This is an optimization exercise on Yosys and OpenROAD, whose aim is small area and a short achievable clock period, not a production implementation.
The RTL was checked by simulation tests, not by an equivalence proof against the original design.
Power is estimated from default activity; no workload was simulated.

[flow/flow/run.sh]
#!/bin/bash
# Standard synthesis and layout, with timing repair asked to leave setup slack
# of MARGIN ns at the design's clock period (the SDC is the standard flow's, unchanged).
set -euo pipefail
MARGIN=8.3
bash standard.sh synth > synth.log 2>&1
bash standard.sh SETUP_SLACK_MARGIN=$MARGIN SLEW_MARGIN=50 finish > layout.log 2>&1
[flow/standard.sh]
#!/bin/bash
# synth_recipe.tcl (not shown) runs the flow's synth.tcl, then flattens the netlist and writes it again
# the make line also repeats each setting of config.mk as NAME=value (left out here)
make -C /OpenROAD-flow-scripts/flow DESIGN_CONFIG=/design/flow/config.mk WORK_HOME=/design/flow/orfs CLKGATE_MAP_FILE= SYNTH_SCRIPT=/design/flow/synth_recipe.tcl "${@:-finish}"
[flow/config.mk]
export PLATFORM = sky130hd
export DESIGN_NAME = gomoku_core
export DESIGN_NICKNAME = gomoku_core
export VERILOG_FILES = /design/flow/design.v
export SDC_FILE = /design/flow/constraint.sdc
export NUM_CORES = 4
export LEC_CHECK = 0
export CAP_MARGIN = 20
export CORE_MARGIN = 2
export CORE_UTILIZATION = 40
export SLEW_MARGIN = 50
[flow/constraint.sdc]
create_clock -name core_clock -period 12.0 [get_ports {clk}]
set_input_delay 2.4000 -clock core_clock [delete_from_list [all_inputs] [get_ports {clk}]]
set_output_delay 2.4000 -clock core_clock [all_outputs]
set_load 0.01 [all_outputs]
[flow/design.v]
`default_nettype none
package gomoku_pkg;
    localparam int BOARD_N = 16;
    localparam int WIN_LEN = 5;       
    typedef logic [3:0] coord_t;      
    typedef logic [3:0] key_code_t;   
    localparam key_code_t KEY_UP    = 4'd6;   
    localparam key_code_t KEY_DOWN  = 4'd4;   
    localparam key_code_t KEY_LEFT  = 4'd2;   
    localparam key_code_t KEY_RIGHT = 4'd8;   
    localparam key_code_t KEY_PLACE = 4'd5;   
endpackage
`default_nettype wire
`timescale 1ns/1ns
`default_nettype none
import gomoku_pkg::*;
module key_event_filter (
    input  wire                   clk,
    input  wire                   rst,
    input  wire                   raw_valid,   
    input  gomoku_pkg::key_code_t raw_code,
    output logic                  k_place,     
    output logic                  k_vert,      
    output logic                  k_horz,      
    output logic                  k_inc        
);
    logic [2:0] idle_cnt;
    logic       press;
    assign press = raw_valid && idle_cnt[2] && idle_cnt[1];
    always_ff @(posedge clk or negedge rst) begin
        if (!rst) begin
            idle_cnt <= 3'd7;
            k_place  <= 1'b0;
            k_vert   <= 1'b0;
            k_horz   <= 1'b0;
        end else begin
            if (raw_valid)            idle_cnt <= 3'd0;
            else if (idle_cnt != 3'd7) idle_cnt <= idle_cnt + 3'd1;
            k_place <= press && (raw_code == KEY_PLACE);
            k_vert  <= press && (raw_code == KEY_UP   || raw_code == KEY_DOWN);
            k_horz  <= press && (raw_code == KEY_LEFT || raw_code == KEY_RIGHT);
        end
    end
    always_ff @(posedge clk) begin
        k_inc <= (raw_code == KEY_DOWN) || (raw_code == KEY_RIGHT);
    end
endmodule
`default_nettype wire
`timescale 1ns/1ns
`default_nettype none
import gomoku_pkg::*;
module game_ctrl (
    input  wire                clk,
    input  wire                rst,
    input  wire                k_place,
    input  wire                k_vert,
    input  wire                k_horz,
    input  wire                k_inc,
    input  wire                btn,           
    input  wire                occ_cur,       
    input  wire                win,           
    output logic               place_en,      
    output logic               fill,          
    output logic               pl,            
    output gomoku_pkg::coord_t cursor_row,
    output gomoku_pkg::coord_t cursor_col,
    output logic [15:0]        row_oh,        
    output logic [15:0]        col_oh,        
    output logic [1:0]         current_player,
    output logic [1:0]         place_result,
    output logic               game_over,
    output logic [1:0]         winner
);
    logic btn_prev;    
    logic judge;       
    logic play;
    logic confirm;
    logic step;
    assign play    = !place_en && !judge && !game_over;
    assign confirm = (btn_prev && !btn) || k_place;
    assign step    = play && !confirm;
    assign pl      = current_player[1];
    assign fill    = current_player[1] ^ place_en;
    always_ff @(posedge clk or negedge rst) begin
        if (!rst) begin
            btn_prev       <= 1'b1;
            place_en       <= 1'b0;
            judge          <= 1'b0;
            cursor_row     <= '0;
            cursor_col     <= '0;
            row_oh         <= 16'd1;
            col_oh         <= 16'd1;
            current_player <= 2'b01;
            place_result   <= 2'b00;
            game_over      <= 1'b0;
            winner         <= 2'b00;
        end else begin
            btn_prev <= btn;
            place_en <= play && confirm && !occ_cur;
            judge    <= place_en;
            if (play && confirm)
                place_result <= occ_cur ? 2'b10 : 2'b01;
            else if (step && (k_vert || k_horz))
                place_result <= 2'b00;
            if (step && k_vert) begin
                if (k_inc) begin
                    if (!row_oh[15]) begin
                        cursor_row <= cursor_row + 4'd1;
                        row_oh     <= row_oh << 1;
                    end
                end else begin
                    if (!row_oh[0]) begin
                        cursor_row <= cursor_row - 4'd1;
                        row_oh     <= row_oh >> 1;
                    end
                end
            end
            if (step && k_horz) begin
                if (k_inc) begin
                    if (!col_oh[15]) begin
                        cursor_col <= cursor_col + 4'd1;
                        col_oh     <= col_oh << 1;
                    end
                end else begin
                    if (!col_oh[0]) begin
                        cursor_col <= cursor_col - 4'd1;
                        col_oh     <= col_oh >> 1;
                    end
                end
            end
            if (judge) begin
                if (win) begin
                    game_over <= 1'b1;
                    winner    <= current_player;
                end else begin
                    current_player <= {current_player[0], current_player[1]};
                end
            end
        end
    end
endmodule
`default_nettype wire
`timescale 1ns/1ns
`default_nettype none
import gomoku_pkg::*;
module board_mem (
    input  wire                clk,
    input  wire                rst,
    input  wire                we,          
    input  wire  [15:0]        row_oh,      
    input  wire  [15:0]        col_oh,      
    input  wire                fill,        
    output logic               occ_cur,     
    output logic [255:0]       color        
);
    logic [255:0] empty;      
    logic         pend;       
    logic [15:0]  rsel;
    logic [15:0]  csel;
    always_ff @(posedge clk or negedge rst) begin
        if (!rst) pend <= 1'b1;
        else      pend <= 1'b0;
    end
    always_comb begin
        for (int i = 0; i < 16; i++) begin
            rsel[i] = we && row_oh[i];
            csel[i] = col_oh[i];
        end
    end
    for (genvar i = 0; i < 256; i++) begin : g_cell
        logic empty_n;
        assign empty_n = (empty[i] || pend) && !(rsel[i / 16] && csel[i % 16]);
        always_ff @(posedge clk) begin
            empty[i] <= empty_n;
            if (empty_n) color[i] <= fill;
        end
    end
    logic [15:0] erow;
    logic        empty_cur;
    always_comb begin
        for (int r = 0; r < 16; r++) begin
            erow[r] = 1'b0;
            for (int c = 0; c < 16; c++)
                erow[r] = erow[r] | (col_oh[c] & empty[{4'(r), 4'(c)}]);
        end
        empty_cur = 1'b0;
        for (int r = 0; r < 16; r++)
            empty_cur = empty_cur | (row_oh[r] & erow[r]);
    end
    assign occ_cur = !(empty_cur || pend);
endmodule
`default_nettype wire
`timescale 1ns/1ns
`default_nettype none
import gomoku_pkg::*;
module five_row_checker (
    input  wire                clk,
    input  wire  [255:0]       color,
    input  gomoku_pkg::coord_t row,
    input  gomoku_pkg::coord_t col,
    input  wire  [15:0]        row_oh,
    input  wire  [15:0]        col_oh,
    input  wire                pl,         
    output logic               win
);
    logic [3:0]  kd;      
    logic [3:0]  ka;      
    logic [15:0] sr, sc, sd, sa;
    assign sr = row_oh;
    assign sc = col_oh;
    assign kd = col - row;
    assign ka = col + row;
    always_ff @(posedge clk) begin
        for (int i = 0; i < 16; i++) begin
            sd[i] <= (kd  == 4'(i));
            sa[i] <= (ka  == 4'(i));
        end
    end
    logic [15:0] vh, vv, vd, va;
    logic [11:0] md, ma;  
    always_comb begin
        for (int i = 0; i < 16; i++) begin
            logic eh, ev, ed, ea;
            eh = 1'b0;
            ev = 1'b0;
            ed = 1'b0;
            ea = 1'b0;
            for (int k = 0; k < 16; k++) begin
                eh = eh | (sr[k] & color[{4'(k), 4'(i)}]);
                ev = ev | (sc[k] & color[{4'(i), 4'(k)}]);
                ed = ed | (sd[k] & color[{4'(i), 4'(k + i)}]);
                ea = ea | (sa[k] & color[{4'(i), 4'(k - i)}]);
            end
            vh[i] = eh ~^ pl;
            vv[i] = ev ~^ pl;
            vd[i] = ed ~^ pl;
            va[i] = ea ~^ pl;
        end
        for (int s = 0; s < 12; s++) begin
            md[s] = 1'b0;
            ma[s] = 1'b0;
            for (int k = 12 - s; k <= 15 - s; k++)
                if (k != 0) md[s] = md[s] | sd[k];
            for (int k = s; k <= s + 3; k++)
                if (k != 15) ma[s] = ma[s] | sa[k];
        end
    end
    logic fh, fv, fd, fa;
    always_comb begin
        fh = 1'b0;
        fv = 1'b0;
        fd = 1'b0;
        fa = 1'b0;
        for (int s = 0; s < 12; s++) begin
            fh = fh | (&vh[s +: 5]);
            fv = fv | (&vv[s +: 5]);
            fd = fd | (&vd[s +: 5] & !md[s]);
            fa = fa | (&va[s +: 5] & !ma[s]);
        end
    end
    assign win = fh || fv || fd || fa;
endmodule
`default_nettype wire
`timescale 1ns/1ns
`default_nettype none
import gomoku_pkg::*;
module gomoku_core (
    input  wire                   clk,
    input  wire                   rst,
    input  wire                   raw_valid,
    input  gomoku_pkg::key_code_t raw_code,
    input  wire                   btn,
    output gomoku_pkg::coord_t    cursor_row,
    output gomoku_pkg::coord_t    cursor_col,
    output logic [1:0]            current_player,
    output logic [1:0]            place_result,
    output logic                  game_over,
    output logic [1:0]            winner
);
    logic         k_place, k_vert, k_horz, k_inc;
    logic         place_en, fill, pl, occ_cur, win;
    logic [255:0] color;
    logic [15:0]  row_oh, col_oh;
    key_event_filter u_key_filter (
        .clk       (clk),
        .rst       (rst),
        .raw_valid (raw_valid),
        .raw_code  (raw_code),
        .k_place   (k_place),
        .k_vert    (k_vert),
        .k_horz    (k_horz),
        .k_inc     (k_inc)
    );
    game_ctrl u_game_ctrl (
        .clk            (clk),
        .rst            (rst),
        .k_place        (k_place),
        .k_vert         (k_vert),
        .k_horz         (k_horz),
        .k_inc          (k_inc),
        .btn            (btn),
        .occ_cur        (occ_cur),
        .win            (win),
        .place_en       (place_en),
        .fill           (fill),
        .pl             (pl),
        .cursor_row     (cursor_row),
        .cursor_col     (cursor_col),
        .row_oh         (row_oh),
        .col_oh         (col_oh),
        .current_player (current_player),
        .place_result   (place_result),
        .game_over      (game_over),
        .winner         (winner)
    );
    board_mem u_board_mem (
        .clk     (clk),
        .rst     (rst),
        .we      (place_en),
        .row_oh  (row_oh),
        .col_oh  (col_oh),
        .fill    (fill),
        .occ_cur (occ_cur),
        .color   (color)
    );
    five_row_checker u_checker (
        .clk   (clk),
        .color (color),
        .row   (cursor_row),
        .col   (cursor_col),
        .row_oh(row_oh),
        .col_oh(col_oh),
        .pl    (pl),
        .win   (win)
    );
endmodule
`default_nettype wire
==> reports/results.txt, run 1 <==
routability cong. = 1.075
Distinct cells, synth = 81
Post-synth EDFFs = 256
total wire length = 123500 um
final std cells w/o fill = 3547
die width = 267.4 um
Hold Path Class = flip-flop to flip-flop
crit start category = flip-flop
syn_nets = 2682
number of synthesis warnings = 4
DRT iter0 DRCs = 4782
initial antenna violation count = 5
period utilization = 30.68%
Critical Path Sink Type = flip-flop
first-pass GRT wire length = 175100 um
Final HPWL DP = 81960 um
worst skew pair latency = 620 ps
vias in the first global route = 24000
Max Cap Viol = 0
die area = 71480 um2
Clock Skews = 13.73 ps
# IOs = 23
CTS Hold Bufs = 0
ant diodes = 0
commonest non-fill, non-tap cells in the layout = 315 x nor2_1, 288 x dfxtp_1, 277 x a21oi_1
core area = 68590 um2
# nets final = 2588
relative slew slack = 45.88%
CP Class = flip-flop to flip-flop
P&R area growth vs syn = 12.51%
clk slew on worst S/H paths = 60 ps
I/O Buffers = 22
most common cell after layout, fill and taps aside = nor2_1
RSZ-0062 raised after global routing = false
TritonRoute pass-1 iters = 9
drc violations = 0
dpl cells = 3410
Die Height = 267.4 um
Final ANT Viol Nets = 0
endpoints failing hold = 0
Hold WS = 508.2 ps
via count = 25390
initial core utilization = 40.45%
Post-Synthesis Cell Area = 27740 um2
largest fanout on the critical path = 22
fin area = 31210 um2
synthesis-stage register bit count = 602
Avg WL per Cell = 34.82 um
clk root buf = clkbuf_16
fraction of registers with async set/reset = 9.468%
Slew @ Worst Pin = 811.9 ps
TritonCTS Buffers = 66
Via density = 7.158
status = finished clean
power per cell area = 144.7 nW/um2
worst vdd ir = 0.0001533 V
Rows = 96
CP Data Arrival Time = 4180 ps
sequential area share after synthesis = 53.74%
Final setup violation count = 0
Post-DP Area = 28630 um2
global-route usage over all layers = 34.01%
Setup TNS = 0 ps
leak pwr = 0.01117 uW
Slew Limit Fails = 0
H-tree depth = 3
cells after synthesis = 2658
top_reg_cell synth = dfxtp_1
largest net degree at the start of global routing = 126
minimum clock period = 3682 ps
layout cells sized above 1 = 11.47%
grt total ovfl = 0
FMAX = 271.6 MHz
CTS tree = built
CTS Sinks = 602
Avg Synthesized Cell Area = 10.44 um2
data required time at the worst endpoint = 12500 ps
clock buffer depth = 3
cell type report:
class / instances / area [um2]
repair buffers: 112 / 1085
multi-input cells: 1764 / 11680
clock buffers: 93 / 1944
fillers: 6273 / 37370
well taps: 931 / 1165
clock inverters: 27 / 297.8
inverters: 18 / 67.56
flip-flops and latches: 602 / 14970
path summary, 6_finish.rpt:
kind / slack, ps / to / startpoint / cells past startpoint
setup / recovery: 8320 / u_game_ctrl.current_player[1]$_DFFE_PN0P_ / u_game_ctrl.row_oh[14]$_DFFE_PN0P_ / 10
hold / removal: 510 / u_board_mem.empty[95]$_DFF_P_ / u_board_mem.empty[95]$_DFF_P_ / 2
setup reg to reg: 8320 / u_game_ctrl.current_player[1]$_DFFE_PN0P_ / u_game_ctrl.row_oh[14]$_DFFE_PN0P_ / 10
hold reg to reg: 510 / u_board_mem.empty[95]$_DFF_P_ / u_board_mem.empty[95]$_DFF_P_ / 2
max in group asynchronous: 9670 / u_game_ctrl.col_oh[4]$_DFFE_PN0P_ / rst / 2
min in group asynchronous: 1850 / u_key_filter.k_place$_DFF_PN0_ / rst / 2
critical path, cell delays in order, from the launching register on:
cell,delay (ps)
dfrtp_2,620
a22oi_1,450
nand2_1,230
or4_4,640
o211ai_2,200
a2bb2oi_2,180
o311ai_1,140
nor4_1,320
and4_4,280
nand3_1,130
mux2_1,340
synth_stat cells (3+ instances only):
cell / instances / area, um2
a211oi_1: 5 / 37.54
a21o_1: 5 / 37.54
a21oi_1: 279 / 1396
a221oi_1: 223 / 1953
a221oi_2: 8 / 120.1
a22o_1: 231 / 2023
a22oi_1: 210 / 1577
a31oi_1: 4 / 25.02
and2_1: 19 / 118.9
and3_1: 5 / 31.28
and4_1: 33 / 289.0
buf_1: 37 / 138.9
buf_2: 57 / 285.3
buf_4: 4 / 30.03
buf_6: 16 / 180.2
clkbuf_1: 160 / 600.6
dfrtp_1: 49 / 1226
dfstp_2: 8 / 210.2
dfxtp_1: 289 / 5786
edfxtp_1: 256 / 7687
fa_1: 4 / 80.08
ha_1: 12 / 150.1
inv_1: 18 / 67.56
mux2_2: 4 / 45.04
mux2i_1: 4 / 40.04
nand2_1: 80 / 300.3
nand2b_1: 12 / 75.07
nand3_1: 36 / 180.2
nand4_1: 54 / 337.8
nor2_1: 320 / 1201
nor2b_1: 7 / 43.79
nor3_1: 43 / 215.2
nor4_1: 13 / 81.33
o211ai_1: 8 / 60.06
o21ai_0: 53 / 265.3
o221ai_1: 4 / 35.03
o22ai_1: 5 / 31.28
or2_2: 3 / 18.77
or3_1: 6 / 37.54
or4_1: 6 / 45.04
xnor2_1: 16 / 140.1
xor2_1: 8 / 70.07
per-layer routing:
metal	GRT usage [%]	part of all wire [%]	vias to the layer above
met5	0.06930	0.041	-
met2	50.19	43	2073
met1	45.18	39	12570
met4	16.31	5.3	6
li1	-	-	10230
met3	10.67	12	511
registers in the layout, summed over array words and instances (netlist names), 3 cells and up:
| register | cells |
|---|---|
| u_game_ctrl.cursor_col | 4 |
| u_board_mem.color | 256 |
| u_board_mem.empty | 256 |
| u_game_ctrl.cursor_row | 4 |
| u_game_ctrl.row_oh | 16 |
| u_game_ctrl.col_oh | 16 |
| u_checker.sd | 16 |
| u_checker.sa | 16 |
| u_key_filter.idle_cnt | 3 |
report_power, final:
group | switching, uW | internal (uW)
Sequential | 81.7 | 2170
Combinational | 126 | 59.4
Clock | 848 | 1230
repair_timing:
| action | 4_1_cts | 5_1_grt |
|---|---|---|
| gates resized for setup | 62 | 26 |
| endpoints found under the hold margin | 0 | 0 |
| pin swaps | 0 | 1 |
| buffers inserted | 13 | 1 |
| setup endpoints to repair | 37 | 17 |
| gates cloned | 3 | 0 |
cells by family (layout without fill, tap and decap cells):
logic type                 Yosys count  in the layout  share of synthesized area (%)
AOI/OAI and AO/OA                 1063           1063                          28.37
xor gates and xnor gates            24             24                         0.7577
adders and majority gates           16             16                         0.8299
buffers and inverters              293            250                          4.713
DFF                                602            602                          53.74
muxes                               12             12                         0.4961
other                                1              1                        0.01352
and+or+nand+nor                    647            648                          11.07
through the flow:
stage	power [uW]	utilization, %	worst slack [ps]
after floorplan	2347	-	8130
after global placement	2457	41.52	7218
after detailed placement	2462	41.75	7414
after CTS	4521	45.40	8109
after global routing	4632	45.51	8302
final	4517	45.51	8318
==> run 2: changes to the inputs <==
==> flow/flow/run.sh (replaced) <==
#!/bin/bash
# Standard synthesis and layout, with timing repair asked to leave setup slack
# of MARGIN ns at the design's clock period (the SDC is the standard flow's, unchanged),
# and a clock tree of clkbuf_8 cells without dummy loads.
set -euo pipefail
MARGIN=8.3
CTS="-sink_clustering_enable -repair_clock_nets -dont_use_dummy_load -buf_list sky130_fd_sc_hd__clkbuf_8"
bash standard.sh synth > synth.log 2>&1
bash standard.sh SETUP_SLACK_MARGIN=$MARGIN SLEW_MARGIN=50 "CTS_ARGS=$CTS" finish > layout.log 2>&1
==> run 2 against run 1 <==
Compared with the run above: register-to-register slack got worse by 20 ps; sequential power barely moved; synthesized area did not move; maximum frequency fell by 2.2%; first-iteration DRC count barely moved; sequential cell count did not move; clock-buffer cell count rose by 4; cell count fell by 0.62%.
==> reports/results.txt, run 2 <==
Synth top cells by count = 320 x nor2_1, 289 x dfxtp_1, 279 x a21oi_1
drc violations = 0
initial core utilization = 40.45%
CTS tree = built
CP Class = flip-flop to primary output
via count = 25350
commonest non-fill, non-tap cells in the layout = 315 x nor2_1, 288 x dfxtp_1, 277 x a21oi_1
largest area contributor in the netlist = edfxtp_1
leak pwr = 0.01075 uW
vias in the first global route = 24120
Final setup violation count = 0
P&R area growth vs syn = 9.129%
clk slew on worst S/H paths = 50 ps
largest net degree at the start of global routing = 126
Via density = 7.192
Slew @ Worst Pin = 815.3 ps
core area = 68590 um2
routability cong. = 1.075
top flop regs = u_board_mem.color: 256 flops, u_board_mem.empty: 256 flops
I/O Buffers = 22
layout cells sized above 1 = 11.38%
period utilization = 31.37%
register area = 14970 um2
status = finished clean
top-count cell post-synth = nor2_1
Hold Path Class = flip-flop to flip-flop
RSZ-0062 raised after global routing = true
Setup TNS = 0 ps
DRT iter0 DRCs = 4783
Post-synth EDFFs = 256
Distinct cells, synth = 81
Clock Skews = 66.56 ps
Avg WL per Cell = 35.07 um
Fillers = 6399
Rows = 96
dpl cells = 3410
cells after synthesis = 2658
Final ANT Viol Nets = 0
Met2 Wirelength = 52680 um
Avg Synthesized Cell Area = 10.44 um2
total wire length = 123600 um
TritonCTS Buffers = 97
H-tree depth = 3
die area = 71480 um2
global-route usage over all layers = 33.96%
Post-Synthesis Cell Area = 27740 um2
most common cell after layout, fill and taps aside = nor2_1
worst vdd ir = 0.00008324 V
first-pass GRT wire length = 174700 um
# IOs = 23
power per cell area = 127.8 nW/um2
Max Cap Viol = 0
final std cells w/o fill = 3525
initial antenna violation count = 9
top routing layer used = met5
CTS Hold Bufs = 0
Die Height = 267.4 um
met3 routed WL = 14930 um
relative slew slack = 45.64%
clk root buf = clkbuf_8
Post-Route M1 WL = 49030 um
grt total ovfl = 0
endpoints failing hold = 0
fraction of registers with async set/reset = 9.468%
largest fanout on the critical path = 2
minimum clock period = 3765 ps
CP Data Arrival Time = 1360 ps
Critical Path Sink Type = primary output
Synth top area share = 27.71%
data required time at the worst endpoint = 9600 ps
worst skew pair latency = 720 ps
syn_nets = 2682
# nets final = 2618
TritonRoute pass-1 iters = 11
top_reg_cell synth = dfxtp_1
Synth area leaders = edfxtp_1 28%, dfxtp_1 21%, a22o_1 7.3%
crit start category = flip-flop
sequential area share after synthesis = 53.74%
number of synthesis warnings = 4
Multi-input gate area = 11660 um2
FMAX = 265.6 MHz
Slew Limit Fails = 0
Final HPWL DP = 81960 um
CTS Sinks = 602
synthesis-stage register bit count = 602
clock buffer depth = 3
die width = 267.4 um
run 2: cell counts after synthesis:
No cell type changed its count.
run 2: worst max-delay path, cell delays in order, from the launching register on:
cell and delay [ps]:
dfrtp_2 420, buf_12 130, buf_6 110
run 2: cells by family (layout without fill, tap and decap cells):
| logic type | after synthesis | after routing | synth area share (%) |
|---|---|---|---|
| AOI/OAI and AO/OA | 1063 | 1063 | 28.37 |
| xor gates and xnor gates | 24 | 24 | 0.7577 |
| adders and majority gates | 16 | 16 | 0.8299 |
| buffers and inverters | 293 | 227 | 4.713 |
| DFF | 602 | 602 | 53.74 |
| muxes | 12 | 12 | 0.4961 |
| other | 1 | 3 | 0.01352 |
| and+or+nand+nor | 647 | 647 | 11.07 |
run 2: worst paths after layout:
kind                                                      startpoint  slack [ps]  cells after the start                                   endpoint
max                        u_game_ctrl.current_player[1]$_DFFE_PN0P_        8240                      2                          current_player[1]
min                                   u_board_mem.empty[252]$_DFF_P_         510                      2             u_board_mem.empty[252]$_DFF_P_
max reg2reg                       u_game_ctrl.row_oh[14]$_DFFE_PN0P_        8300                     10  u_game_ctrl.current_player[1]$_DFFE_PN0P_
min reg2reg                           u_board_mem.empty[252]$_DFF_P_         510                      2             u_board_mem.empty[252]$_DFF_P_
max in group asynchronous                                        rst        9750                      2         u_game_ctrl.col_oh[11]$_DFFE_PN0P_
min in group asynchronous                                        rst        1740                      2             u_key_filter.k_place$_DFF_PN0_
run 2: layer usage:
layer | vias to the layer above | track usage [%]
met3 | 531 | 11.85
li1 | 10240 | -
met1 | 12550 | 44.51
met4 | 14 | 16.79
met5 | - | 0.1386
met2 | 2016 | 49.68
run 2: area by class of cell:
type | instances | share of cell area, %
diodes | 2 | 0.01653
well taps | 931 | 3.848
flip-flops and latches | 602 | 49.46
clock buffers | 97 | 4.410
inverters | 18 | 0.2232
repair buffers | 112 | 3.538
multi-input cells | 1763 | 38.50
run 2: what timing repair did:
item                       CTS  global route
resized for setup           93            23
setup endpoints to repair   36            29
gates cloned                 2             0
pin swaps                    0             1
buffers inserted            13             1
run 2: where the power goes:
part | total [uW] | internal [uW] | switching, uW
Sequential | 2260 | 2170 | 82.4
Combinational | 186 | 60.2 | 126
Clock | 1430 | 708 | 719
run 2: stage by stage:
| step | util (%) | total power [uW] | hold slack, ps | cell area [um2] | setup slack [ps] |
|---|---|---|---|---|---|
| after floorplan | - | 2347 | 459.9 | 27810 | 8130 |
| after global placement | 41.52 | 2457 | 491.0 | 28470 | 7218 |
| after detailed placement | 41.75 | 2462 | 498.4 | 28630 | 7414 |
| after CTS | 43.97 | 3873 | 509.3 | 30160 | 8198 |
| after global routing | 44.14 | 3986 | 527.7 | 30270 | 8188 |
| final | 44.14 | 3871 | 507.1 | 30270 | 8235 |
==> run 3: changes to the inputs <==
--- a/flow/flow/run.sh
+++ b/flow/flow/run.sh
@@ -4,6 +4,6 @@
 # and a clock tree of clkbuf_8 cells without dummy loads.
 set -euo pipefail
 MARGIN=8.3
-CTS="-sink_clustering_enable -repair_clock_nets -dont_use_dummy_load -buf_list sky130_fd_sc_hd__clkbuf_8"
+CTS="-sink_clustering_enable -repair_clock_nets -dont_use_dummy_load -buf_list sky130_fd_sc_hd__clkbuf_16 -sink_clustering_size 24 -sink_clustering_max_diameter 100"
 bash standard.sh synth > synth.log 2>&1
 bash standard.sh SETUP_SLACK_MARGIN=$MARGIN SLEW_MARGIN=50 "CTS_ARGS=$CTS" finish > layout.log 2>&1
==> run 3 against run 2 <==
Compared with the run above: critical path type unchanged; synthesized cell count is the same; still clean on timing, DRC and antenna; die area unchanged; total power fell by 9.2%; worst setup slack gained 70 ps.
==> reports/results.txt, run 3 <==
status = finished clean
die width = 267.4 um
minimum clock period = 3695 ps
largest fanout on the critical path = 2
via count = 25060
Distinct cells, synth = 81
sequential area share after synthesis = 53.74%
Avg Synthesized Cell Area = 10.44 um2
fraction of registers with async set/reset = 9.468%
CP Class = flip-flop to primary output
clock buffer depth = 3
Die Height = 267.4 um
# IOs = 23
Critical path buffers and inverters = 2
Final ANT Viol Nets = 0
TritonCTS Buffers = 31
Final HPWL DP = 81960 um
relative slew slack = 46.05%
CTS Sinks = 602
Clock Skews = 54.22 ps
largest net degree at the start of global routing = 126
P&R area growth vs syn = 7.176%
endpoints failing hold = 0
cells along the critical path = buf_12, buf_6
largest area contributor in the netlist = edfxtp_1
final std cells w/o fill = 3462
Final setup violation count = 0
total wire length = 122400 um
DRT iter0 DRCs = 4706
worst skew pair latency = 630 ps
data required time at the worst endpoint = 9600 ps
cells after synthesis = 2658
Post-Synthesis Cell Area = 27740 um2
Slew @ Worst Pin = 809.2 ps
clk root buf = clkbuf_16
RSZ-0062 raised after global routing = true
worst vdd ir = 0.0001057 V
top_reg_cell synth = dfxtp_1
CP Data Arrival Time = 1290 ps
vias in the first global route = 23540
clk slew on worst S/H paths = 90 ps
commonest non-fill, non-tap cells in the layout = 315 x nor2_1, 288 x dfxtp_1, 277 x a21oi_1
Hold Path Class = flip-flop to flip-flop
FF-to-FF setup slack = 8340 ps
period utilization = 30.79%
# nets final = 2556
I/O Buffers = 22
FMAX = 270.6 MHz
die area = 71480 um2
Synth area leaders = edfxtp_1 28%, dfxtp_1 21%, a22o_1 7.3%
Critical Path Sink Type = primary output
synthesis-stage register bit count = 602
grt total ovfl = 0
power per cell area = 118.3 nW/um2
top flop regs = u_board_mem.color: 256 flops, u_board_mem.empty: 256 flops
Synth top cells by count = 320 x nor2_1, 289 x dfxtp_1, 279 x a21oi_1
Slew Limit Fails = 0
Fillers = 6407
Max stage delay on crit path = 440 ps
most common cell after layout, fill and taps aside = nor2_1
Power Total = 3516 uW
CTS Hold Bufs = 0
drc violations = 0
leak pwr = 0.01047 uW
Setup TNS = 0 ps
routability cong. = 1.075
crit start category = flip-flop
r2r endpoint = u_game_ctrl.current_player[1]$_DFFE_PN0P_
layout cells sized above 1 = 9.051%
TritonRoute pass-1 iters = 8
initial core utilization = 40.45%
first-pass GRT wire length = 172700 um
Hold Path Sink = u_board_mem.empty[14]$_DFF_P_
hold path start = u_board_mem.empty[14]$_DFF_P_
CTS tree = built
Avg WL per Cell = 35.36 um
Post-synth EDFFs = 256
Rows = 96
number of synthesis warnings = 4
hold depth = 2
initial antenna violation count = 4
dpl cells = 3410
Worst R2R Path Depth = 10
top-count cell post-synth = nor2_1
syn_nets = 2682
worst r2r src = u_game_ctrl.row_oh[14]$_DFFE_PN0P_
Synth top area share = 27.71%
global-route usage over all layers = 33.36%
Via density = 7.240
H-tree depth = 1
slowest stage cell, crit path = dfrtp_2
Max Cap Viol = 0
core area = 68590 um2
CP top delay family = flip-flops
run 3: cell counts after synthesis:
No cell type changed its count.
run 3: worst min-delay path, stage by stage (launching register included):
cell     delay (ps)
dfxtp_1         320
nor2_1           90
a21oi_1          60
run 3: layout make-up:
type / instances / area, um2 / area share, %
well taps: 931 / 1165 / 3.918
clock buffers: 31 / 775.7 / 2.609
multi-input cells: 1764 / 11680 / 39.29
diodes: 1 / 2.502 / 0.008416
flip-flops and latches: 602 / 14970 / 50.36
repair buffers: 115 / 1065 / 3.581
inverters: 18 / 67.56 / 0.2272
run 3: cells by family (layout without fill, tap and decap cells):
family                   Yosys count  in the layout  share of synthesized area, %
buffers and inverters            293            164                         4.713
multiplexers                      12             12                        0.4961
flip-flops                       602            602                         53.74
other                              1              2                       0.01352
AO/OA/AOI/OAI                   1063           1063                         28.37
XOR/XNOR                          24             24                        0.7577
AND/OR/NAND/NOR                  647            648                         11.07
adder cells (fa/ha/maj)           16             16                        0.8299
run 3: what timing repair did:
action	CTS	global route
gates cloned	3	0
resized for setup	76	22
buffers inserted	15	2
pin swaps	0	1
setup endpoints to repair	37	40
run 3: worst max path at each step:
stage | slack [ps] | to | cells after the start | start
2_1_floorplan | 8130 | u_board_mem.color[0]$_DFFE_PP_ | 4 | u_game_ctrl.current_player[1]$_DFFE_PN0P_
3_3_place_gp | 7220 | u_game_ctrl.cursor_col[1]$_DFFE_PN0P_ | 8 | btn
3_5_place_dp | 7410 | u_game_ctrl.cursor_col[1]$_DFFE_PN0P_ | 8 | btn
4_1_cts | 8190 | current_player[1] | 2 | u_game_ctrl.current_player[1]$_DFFE_PN0P_
5_1_grt | 8280 | current_player[1] | 2 | u_game_ctrl.current_player[1]$_DFFE_PN0P_
6_report | 8310 | current_player[1] | 2 | u_game_ctrl.current_player[1]$_DFFE_PN0P_
run 3: per-layer routing:
metal | GRT usage (%) | vias to the layer above | wire length [um]
li1 | - | 10120 | -
met4 | 13.65 | 6 | 6107
met2 | 50.09 | 2024 | 52490
met5 | 0.06930 | - | 51
met1 | 44.63 | 12440 | 48910
met3 | 10.28 | 481 | 14860
run 3: power by group:
group	internal [uW]	switching, uW
Clock	457	623
Sequential	2170	81.3
Combinational	58.7	126
Total	2690	830
run 3: per-stage QoR:
step | setup slack, ps | cell area [um2] | util (%) | hold WS [ps]
after global placement | 7218 | 28470 | 41.52 | 491.0
after floorplan | 8130 | 27810 | - | 459.9
after detailed placement | 7414 | 28630 | 41.75 | 498.4
after global routing | 8282 | 29730 | 43.35 | 534.4
after CTS | 8189 | 29670 | 43.26 | 510.4
final | 8305 | 29730 | 43.35 | 512.2
==> run 4: changes to the inputs <==
--- a/flow/config.mk
+++ b/flow/config.mk
@@ -7,5 +7,5 @@
 export LEC_CHECK = 0
 export CAP_MARGIN = 20
 export CORE_MARGIN = 2
-export CORE_UTILIZATION = 40
+export CORE_UTILIZATION = 50
 export SLEW_MARGIN = 50
==> run 4 against run 3 <==
Compared with the run above: still clean on timing, DRC and antenna; clock skew is 1.9 ps higher; clock power hardly changed; critical path depth stayed put; critical path type unchanged.
==> reports/results.txt, run 4 <==
final setup margin = 8313 ps
Hold Path Class = flip-flop to flip-flop
Hold Path Sink = u_game_ctrl.winner[1]$_DFFE_PN0P_
clk slew on worst S/H paths = 100 ps
Final HPWL DP = 80890 um
CTS Hold Bufs = 0
I/O Buffers = 22
die area = 57380 um2
core area = 54990 um2
# IOs = 23
commonest non-fill, non-tap cells in the layout = 314 x nor2_1, 284 x dfxtp_1, 277 x a21oi_1
Rows = 86
CP Class = flip-flop to primary output
TritonRoute pass-1 iters = 10
top flop regs = u_board_mem.color: 256 flops, u_board_mem.empty: 256 flops
worst r2r src = u_game_ctrl.col_oh[0]$_DFFE_PN1P_
sequential area share after synthesis = 53.74%
fraction of registers with async set/reset = 9.468%
first-pass GRT wire length = 172600 um
RSZ-0062 raised after global routing = true
cells along the critical path = buf_12, clkbuf_2
syn_nets = 2682
Simple-Gate Fraction of Synth Area = 11.07%
Final ANT Viol Nets = 0
die width = 239.6 um
number of synthesis warnings = 4
Worst R2R Path Depth = 12
minimum clock period = 3687 ps
CP Data Arrival Time = 1290 ps
Via density = 7.696
Slew Limit Fails = 0
total wire length = 121700 um
post-synthesis mux area share = 0.4961%
leak pwr = 0.01044 uW
routability cong. = 1.100
largest area contributor in the netlist = edfxtp_1
CTS Sinks = 602
most common cell after layout, fill and taps aside = nor2_1
Slew @ Worst Pin = 758.5 ps
Max stage delay on crit path = 440 ps
Distinct cells, synth = 81
data required time at the worst endpoint = 9600 ps
top_reg_cell synth = dfxtp_1
endpoints failing hold = 0
Avg Synthesized Cell Area = 10.44 um2
compound-gate portion of the synthesized area = 28.37%
Critical Path Sink Type = primary output
Post-synth EDFFs = 256
Synth Area in Adders = 0.8299%
TritonCTS Buffers = 29
vias in the first global route = 23460
P&R area growth vs syn = 6.201%
r2r endpoint = u_game_ctrl.winner[0]$_DFFE_PN0P_
Die Height = 239.6 um
worst vdd ir = 0.0001798 V
CTS tree = built
period utilization = 30.73%
top-count cell post-synth = nor2_1
clock buffer depth = 3
clk root buf = clkbuf_16
largest fanout on the critical path = 4
via count = 25260
global-route usage over all layers = 41.79%
DRT iter0 DRCs = 4949
FF-to-FF setup slack = 8330 ps
initial antenna violation count = 3
hold path start = u_game_ctrl.winner[1]$_DFFE_PN0P_
dpl ws = 7374 ps
grt total ovfl = 0
largest family of logic cells by synthesized area = compound AO/OA/AOI/OAI gates
initial core utilization = 50.45%
Clock Skews = 56.11 ps
power per cell area = 118.0 nW/um2
crit start category = flip-flop
cells after synthesis = 2658
FMAX = 271.2 MHz
Post-Synthesis Cell Area = 27740 um2
status = finished clean
Setup TNS = 0 ps
drc violations = 0
Final setup violation count = 0
layout cells sized above 1 = 8.850%
hold depth = 1
Avg WL per Cell = 37.08 um
Synth top cells by count = 320 x nor2_1, 289 x dfxtp_1, 279 x a21oi_1
Synth area leaders = edfxtp_1 28%, dfxtp_1 21%, a22o_1 7.3%
worst skew pair latency = 620 ps
slowest stage cell, crit path = dfrtp_2
Synth top area share = 27.71%
Max Cap Viol = 0
relative slew slack = 49.44%
synthesis-stage register bit count = 602
XOR/XNOR Fraction of Synth Area = 0.7577%
H-tree depth = 1
largest net degree at the start of global routing = 104
# nets final = 2557
==> run 4: changes by cell type in the layout (fill, tap and decap cells not counted), moves of 3 or more <==
cell             change
dfrtp_4              -4
dfxtp_2              +4
buf_4                +3
dfrtp_1              +5
dfxtp_1              -4
clkdlybuf4s15_1      +5
dlygate4sd2_1        +3
buf_2                -6
==> run 4: where the power goes <==
group          internal, uW  switching [uW]  leakage [uW]
registers              2170            90.4       0.00619
clock network           430             616      0.000357
logic                  55.1             115       0.00389
==> run 4: how the worst max path moves through the flow <==
| stage | from | to | cells past startpoint |
|---|---|---|---|
| after global routing | btn | u_game_ctrl.cursor_col[2]$_DFFE_PN0P_ | 9 |
| after detailed placement | btn | u_game_ctrl.cursor_col[1]$_DFFE_PN0P_ | 8 |
| after CTS | u_game_ctrl.current_player[1]$_DFFE_PN0P_ | current_player[1] | 2 |
| after floorplan | u_game_ctrl.current_player[1]$_DFFE_PN0P_ | u_board_mem.color[0]$_DFFE_PP_ | 4 |
| after global placement | btn | u_game_ctrl.cursor_col[1]$_DFFE_PN0P_ | 8 |
| final | u_game_ctrl.current_player[1]$_DFFE_PN0P_ | current_player[1] | 2 |
==> run 4: through the flow <==
step | utilization, % | hold slack, ps | instances | area (um2) | power [uW]
floorplan | - | 459.9 | 2658 | 27810 | 2347
global placement | 51.41 | 490.6 | 3228 | 28270 | 2453
detailed placement | 51.66 | 496.9 | 3230 | 28410 | 2457
CTS | 53.45 | 511.0 | 3275 | 29390 | 3471
global route | 53.58 | 529.2 | 3281 | 29460 | 3565
finish | 53.58 | 508.9 | 3282 | 29460 | 3477
==> run 4: timing repair <==
action                                  4_1_cts  5_1_grt
cloned                                        4        0
buffers inserted                             12        4
pin swaps                                     0        2
resized for setup                            56       14
endpoints found under the setup margin       37       27
==> run 4: worst max-delay path: cells and delay by family, from the launching register on <==
kind                   cells  cell delay (ps)
buffers and inverters      2              260
flip-flops                 1              440
==> run 4: cells by family (layout without fill, tap and decap cells) <==
family	count (synthesis)	in the layout
compound gates	1063	1063
simple gates	647	649
flops	602	602
buf+inv	293	164
xor+xnor	24	24
fa+ha+maj	16	16
mux	12	12
other cells	1	4
==> run 4: cell type report <==
type                            instances  area [um2]
Timing Repair Buffer                  117        1067
Sequential cell                       602       14960
Fill cell                            4789       25520
Multi-Input combinational cell       1765       11700
Clock buffer                           29       725.7
Inverter                               18       67.56
Antenna cell                            3       7.507
Tap cell                              748       935.9
==> run 4: layer usage <==
layer,track usage [%],routed length [um]
met3,13.68,16400
met2,59.70,50710
met5,0.6061,24
met1,56.61,46890
met4,20.98,7662
==> run 5: changes to the inputs <==
==> flow/flow/run.sh (replaced) <==
#!/bin/bash
# Standard synthesis and layout, with timing repair asked to leave setup slack
# of MARGIN ns at the design's clock period (the SDC is the standard flow's, unchanged),
# and a clock tree of clkbuf_8 cells without dummy loads.
set -euo pipefail
MARGIN=8.3
CTS="-sink_clustering_enable -repair_clock_nets -dont_use_dummy_load -buf_list sky130_fd_sc_hd__clkbuf_16 -sink_clustering_size 30 -sink_clustering_max_diameter 110"
bash standard.sh synth > synth.log 2>&1
bash standard.sh SETUP_SLACK_MARGIN=$MARGIN SLEW_MARGIN=50 "CTS_ARGS=$CTS" finish > layout.log 2>&1
--- a/flow/config.mk
+++ b/flow/config.mk
@@ -7,5 +7,5 @@
 export LEC_CHECK = 0
 export CAP_MARGIN = 20
 export CORE_MARGIN = 2
-export CORE_UTILIZATION = 50
+export CORE_UTILIZATION = 40
 export SLEW_MARGIN = 50
==> run 5 against run 4 <==
Compared with the run above: combinational power grew 8%; clock-buffer cell count shrank 3; sequential share of layout area shrank 0.24 points; maximum frequency shrank 2.4%; synthesized area is the same; sequential cell count is the same; final area grew 0.55%; register-to-register slack lost 110 ps.
==> reports/results.txt, run 5 <==
status = finished clean
CP Data Arrival Time = 4290 ps
Post-Synthesis Cell Area = 27740 um2
Avg Synthesized Cell Area = 10.44 um2
routability cong. = 1.075
Slew Limit Fails = 0
Setup TNS = 0 ps
clk root buf = clkbuf_16
FMAX = 264.7 MHz
worst r2r src = u_game_ctrl.row_oh[14]$_DFFE_PN0P_
grt total ovfl = 0
Post-DP Area = 28630 um2
most common cell after layout, fill and taps aside = nor2_1
minimum clock period = 3777 ps
# nets final = 2552
Final ANT Viol Nets = 0
ant diodes = 0
Post-synth EDFFs = 256
dpl ws = 7414 ps
worst vdd ir = 0.0001090 V
TritonCTS Buffers = 26
Multi-input gate area = 11690 um2
DRT iter0 DRCs = 4852
CTS Hold Bufs = 0
final setup margin = 8223 ps
FF-to-FF setup slack = 8220 ps
Fillers = 6419
largest area contributor in the netlist = edfxtp_1
GRT met3 Usage = 10.21%
cells after synthesis = 2658
commonest non-fill, non-tap cells in the layout = 315 x nor2_1, 288 x dfxtp_1, 277 x a21oi_1
fin area = 29620 um2
top-count cell post-synth = nor2_1
XOR/XNOR Fraction of Synth Area = 0.7577%
post-synthesis mux area share = 0.4961%
Hold Path Sink = u_board_mem.empty[252]$_DFF_P_
vias in the first global route = 23560
Slew @ Worst Pin = 826.0 ps
hold depth = 2
Final HPWL DP = 81960 um
Synth top cells by count = 320 x nor2_1, 289 x dfxtp_1, 279 x a21oi_1
hold path start = u_board_mem.empty[252]$_DFF_P_
GR peak layer = met2
met1 global-route usage = 44.38%
P&R area growth vs syn = 6.788%
layout cells sized above 1 = 8.828%
register area = 14970 um2
compound-gate portion of the synthesized area = 28.37%
Max Cap Viol = 0
relative slew slack = 44.93%
die area = 71480 um2
Synth Area in Adders = 0.8299%
clk slew on worst S/H paths = 120 ps
global-route usage over all layers = 33.37%
data required time at the worst endpoint = 12510 ps
largest net degree at the start of global routing = 126
CP Class = flip-flop to flip-flop
via count = 25070
Clock Skews = 59.87 ps
number of synthesis warnings = 4
initial antenna violation count = 6
top flop regs = u_board_mem.color: 256 flops, u_board_mem.empty: 256 flops
RSZ-0062 raised after global routing = true
Avg WL per Cell = 35.38 um
r2r endpoint = u_game_ctrl.current_player[1]$_DFFE_PN0P_
first-pass GRT wire length = 172700 um
met2 GRT Util = 49.79%
period utilization = 31.48%
clock buffer depth = 3
largest family of logic cells by synthesized area = compound AO/OA/AOI/OAI gates
synthesis-stage register bit count = 602
drc violations = 0
Synth area leaders = edfxtp_1 28%, dfxtp_1 21%, a22o_1 7.3%
initial core utilization = 40.45%
syn_nets = 2682
core area = 68590 um2
Hold WS = 512.7 ps
CTS Sinks = 602
largest fanout on the critical path = 22
CTS tree = built
sequential area share after synthesis = 53.74%
Critical Path Sink Type = flip-flop
I/O Buffers = 22
Final setup violation count = 0
Worst R2R Path Depth = 10
# IOs = 23
Die Height = 267.4 um
Simple-Gate Fraction of Synth Area = 11.07%
power per cell area = 115.8 nW/um2
Synth top area share = 27.71%
endpoints failing hold = 0
total wire length = 122300 um
TritonRoute pass-1 iters = 10
crit start category = flip-flop
leak pwr = 0.01041 uW
Hold Path Class = flip-flop to flip-flop
worst skew pair latency = 620 ps
fraction of registers with async set/reset = 9.468%
Distinct cells, synth = 81
Via density = 7.251
die width = 267.4 um
H-tree depth = 1
top_reg_cell synth = dfxtp_1
Rows = 96
run 5: cell counts after synthesis:
Identical to the previous run, type by type.
run 5: what timing repair did:
action | 4_1_cts | 5_1_grt
cloned | 3 | 1
gates resized for setup | 69 | 25
buffers inserted | 17 | 0
endpoints found under the hold margin | 0 | 0
endpoints found under the setup margin | 37 | 41
pin swaps | 0 | 1
run 5: critical path: stages (launching register included):
cell and delay (ps):
dfrtp_2 640, a22oi_1 510, nand2_1 240, or4_4 640, o211ai_2 200, a2bb2oi_2 180, o311ai_1 140, nor4_1 330
and4_4 290, nand3_1 130, mux2_1 350
run 5: cells by family after synthesis:
kind of cell | count (synthesis)
adder cells (fa/ha/maj) | 16
XOR/XNOR | 24
flip-flops | 602
other | 1
AO/OA/AOI/OAI | 1063
AND/OR/NAND/NOR | 647
multiplexers | 12
buffers and inverters | 293
run 5: worst max path at each step:
stage	from	to	slack, ps	cells after the start
global route	u_game_ctrl.current_player[1]$_DFFE_PN0P_	current_player[1]	8280	2
floorplan	u_game_ctrl.current_player[1]$_DFFE_PN0P_	u_board_mem.color[0]$_DFFE_PP_	8130	4
finish	u_game_ctrl.row_oh[14]$_DFFE_PN0P_	u_game_ctrl.current_player[1]$_DFFE_PN0P_	8220	10
global placement	btn	u_game_ctrl.cursor_col[1]$_DFFE_PN0P_	7220	8
CTS	u_game_ctrl.current_player[1]$_DFFE_PN0P_	current_player[1]	8190	2
detailed placement	btn	u_game_ctrl.cursor_col[1]$_DFFE_PN0P_	7410	8
run 5: per-layer routing:
metal	routed length [um]	up-vias
met1	48040	12400
met3	15270	503
met2	52090	2047
met5	74	-
met4	6836	6
li1	-	10110
run 5: area by class of cell:
cell class | instances | share of cell area [%]
clock buffer | 26 | 2.196
sequential | 602 | 50.55
multi-input combinational | 1765 | 39.46
inverter | 18 | 0.2281
tap | 931 | 3.932
timing repair buffer | 115 | 3.632
run 5: metrics by stage:
step                cells  power, uW  util (%)
floorplan            2658       2347         -
global placement     3407       2457     41.52
detailed placement   3410       2462     41.75
CTS                  3456       3432     43.14
global route         3457       3521     43.19
finish               3457       3431     43.19
run 5: where the power goes:
| part | switching, uW | internal (uW) | total, uW | leakage, uW |
|---|---|---|---|---|
| logic | 126 | 58.7 | 184 | 0.00391 |
| clock network | 607 | 388 | 995 | 0.000320 |
| registers | 81.4 | 2170 | 2250 | 0.00618 |
| total | 814 | 2620 | 3430 | 0.0104 |

[port drivers added, routing unchanged]
In the flow no input, the clock included, has a driving cell. The finished layouts below were timed again as built, in two steps. Step 1: set_driving_cell puts a clkbuf_16 on clk and a buf_2 on each other input, an assumption about the parent block. Step 2 also shifts input and output timing later by t, the mid clock arrival at the registers, as if the neighbouring blocks saw the same clock. a / b / c = ideal ports / drivers / drivers and shift; a / b = the first two.
run	t, ns	setup slack, ns	latest minus earliest clock arrival (ns)	worst register clock-pin slew, ns
run 1	0.673	8.318 / 8.267 / 7.773	0.018 / 0.018	0.06 / 0.06
run 2	0.748	8.235 / 8.176 / 7.681	0.068 / 0.069	0.06 / 0.06
run 3	0.664	8.305 / 8.240 / 7.752	0.055 / 0.055	0.10 / 0.10
run 4	0.658	8.313 / 8.248 / 7.725	0.056 / 0.056	0.10 / 0.10
run 5	0.652	8.223 / 8.223 / 7.787	0.064 / 0.064	0.12 / 0.12
After both steps setup and hold are still met in every run listed. For run 4, which loses most, drivers alone change the setup slack by -0.065 ns; drivers and shift together by -0.588 ns.
